This design comes from an exercise in tuning for small area on the open sky130 flow, not from production work.
Function was checked by simulation only, so behaviour that the tests miss may differ from the original.
No activity file was given, so power comes from the tool's default toggle rates.

## oak
// cam
module cam #(
    parameter int DATA_WIDTH  = 32,
    parameter int DEPTH       = 32,
    parameter int INDEX_WIDTH = 5
) (
    input  logic                   clk,
    input  logic                   reset,
    input  logic                   read,
    input  logic [INDEX_WIDTH-1:0] read_index,
    input  logic                   write,
    input  logic [INDEX_WIDTH-1:0] write_index,
    input  logic [DATA_WIDTH-1:0]  write_data,
    input  logic                   search,
    input  logic [DATA_WIDTH-1:0]  search_data,
    output logic                   read_valid,
    output logic [DATA_WIDTH-1:0]  read_value,
    output logic                   search_valid,
    output logic [INDEX_WIDTH-1:0] search_index
);
Size: roughly 4500 cells after synthesis, ~49000 µm² of cells after synthesis.
export LEC_CHECK = 0
export CAP_MARGIN = 20
export CORE_MARGIN = 2
export CORE_UTILIZATION = 55
export CTS_CLUSTER_DIAMETER = 120
export CTS_CLUSTER_SIZE = 24
export SETUP_SLACK_MARGIN = 0.2
export SLEW_MARGIN = 20
export SYNTH_HIERARCHICAL = 1
create_clock -name core_clock -period 8.0 [get_ports {clk}]
standard.sh (not shown) runs the stock make flow with config.mk's settings and CLKGATE_MAP_FILE= SYNTH_SCRIPT=/design/flow/synth_recipe.tcl, a recipe that flattens the netlist after the stock synthesis.
==> flow/flow/run.sh <==
#!/bin/bash
set -euo pipefail
export BUFFER_PORTS_ARGS="-buffer_cell sky130_fd_sc_hd__buf_1"
export CTS_ARGS="-sink_clustering_enable -repair_clock_nets -sink_clustering_size 24 -sink_clustering_max_diameter 120 -dont_use_dummy_load"
bash standard.sh finish > flow.log 2>&1
#### Input delta (pine over oak)
diff --git a/flow/flow/run.sh b/flow/flow/run.sh
--- a/flow/flow/run.sh
+++ b/flow/flow/run.sh
@@ -2,0 +3 @@
+here=$(pwd)
@@ -4,0 +6,2 @@
+export POST_FLOORPLAN_TCL="$here/flow/downsize.tcl"
+export RECOVER_POWER=100
==> flow/flow/downsize.tcl (new file) <==
# Sized-down start for the resizer: every combinational cell that synthesis
# mapped at a drive strength above 1 is set back to its _1 variant when that
# is smaller. Flip-flops, latches, tie, tap and fill cells are left alone.
# repair_design and repair_timing in the later steps upsize again wherever
# slew, capacitance or timing needs it.
set n 0
set saved 0.0
foreach inst [[ord::get_db_block] getInsts] {
  set m [$inst getMaster]
  set name [$m getName]
  if {![regexp {^(sky130_fd_sc_hd__)([a-z0-9]+)_([0-9]+)$} $name -> pfx base drive]} { continue }
  if {$drive <= 1} { continue }
  if {[regexp {^(df|edf|sdf|sedf|dl|conb|tap|fill|decap|clk)} $base]} { continue }
  set small [get_lib_cells -quiet ${pfx}${base}_1]
  if {[llength $small] == 0} { continue }
  if {[get_property $small dont_use]} { continue }
  set nm [[ord::get_db] findMaster ${pfx}${base}_1]
  if {$nm eq "NULL"} { continue }
  set a0 [expr {[$m getWidth] * [$m getHeight]}]
  set a1 [expr {[$nm getWidth] * [$nm getHeight]}]
  if {$a1 >= $a0} { continue }
  replace_cell [$inst getName] ${pfx}${base}_1
  incr n
  set saved [expr {$saved + ($a0 - $a1) / 1e6}]
}
puts "downsize: resized $n instances, [format %.1f $saved] um2 smaller"
--- outcome ---
- Of the two candidates, oak has the better relative slew slack and pine the worse one.
- [compare] base=oak new=pine: shortest period the worst path allows +0.42 ns; sequential share of layout area +0.55 points; clock-pin slew reported for the worst setup and hold paths after clock tree synthesis ~0 delta; global placer's final weighted congestion -about 7%.
- In the metrics for oak and pine, the one carrying the higher slew of the pin with the lowest slew margin is pine.
- Compared with oak, pine shows final area lower by 700 µm².
- pine -> stages 100% | layout checks FAIL | max-capacitance violations, max-slew violations
- Count of clock buffers in the final design: pine vs oak down about 2%
- pine reports a higher path length in cells of the critical path than oak does.
- Wire length: pine vs oak down 8.3%
The following lists how birch was set up differently from pine:
diff --git a/flow/flow/run.sh b/flow/flow/run.sh
--- a/flow/flow/run.sh
+++ b/flow/flow/run.sh
@@ -7 +6,0 @@
-export RECOVER_POWER=100
Findings:
birch: all stages complete, timing, DRC and antenna checks passed. Average vias per placed instance delta (birch -> pine): insignificant. Routed wire length across pine and birch: no real change. Delta (birch minus pine): number of non-clock inverters in the layout essentially unchanged; internal power essentially unchanged.
> inputs changed (birch -> maple)
==> flow/run.sh (new file) <==
#!/bin/bash
# synth_recipe.tcl (not shown) runs the flow's synth.tcl, then flattens the netlist and writes it again
# the make line also repeats each setting of config.mk as NAME=value (left out here)
make -C /OpenROAD-flow-scripts/flow DESIGN_CONFIG=/design/flow/config.mk WORK_HOME=/design/flow/orfs CLKGATE_MAP_FILE= SYNTH_SCRIPT=/design/flow/synth_recipe.tcl finish
removed: flow/flow/run.sh
removed: flow/flow/downsize.tcl
removed: flow/standard.sh
Findings:
Compared with birch, in maple wire length reported by the detailed router saw an increase; power picked up an extra 1.2%. Run comparison: maple timing startpoint of the critical path read_index[1]; birch timing startpoint of the critical path search_data[29]. The setup clock skew after layout of maple and that of birch are within noise of each other.

afterwards: timing with drivers on the ports:
How much do the figures lean on ideal ports? The routed layouts below were timed once more, with nothing changed but the port constraints.
Step 1, drivers: a clkbuf_16 drives clk and a buf_2 each remaining input, both assumed.
Step 2 times the ports against the registers' clock, not the clock port: input delays grow and output delays shrink by t, the midpoint of the rising clock arrivals with the driver on.
Slacks: ideal / step 1 / step 2; pairs: ideal / step 1.
run | shift t [ns] | slack for setup (ns) | worst register clock-pin slew, ns
oak | 0.766 | 0.762 / 0.686 / 0.686 | 0.11 / 0.11
pine | 0.744 | 0.346 / 0.213 / 0.213 | 0.11 / 0.11
birch | 0.746 | 0.369 / 0.236 / 0.236 | 0.11 / 0.11
maple | 0.732 | 0.677 / 0.655 / 0.655 | 0.11 / 0.11
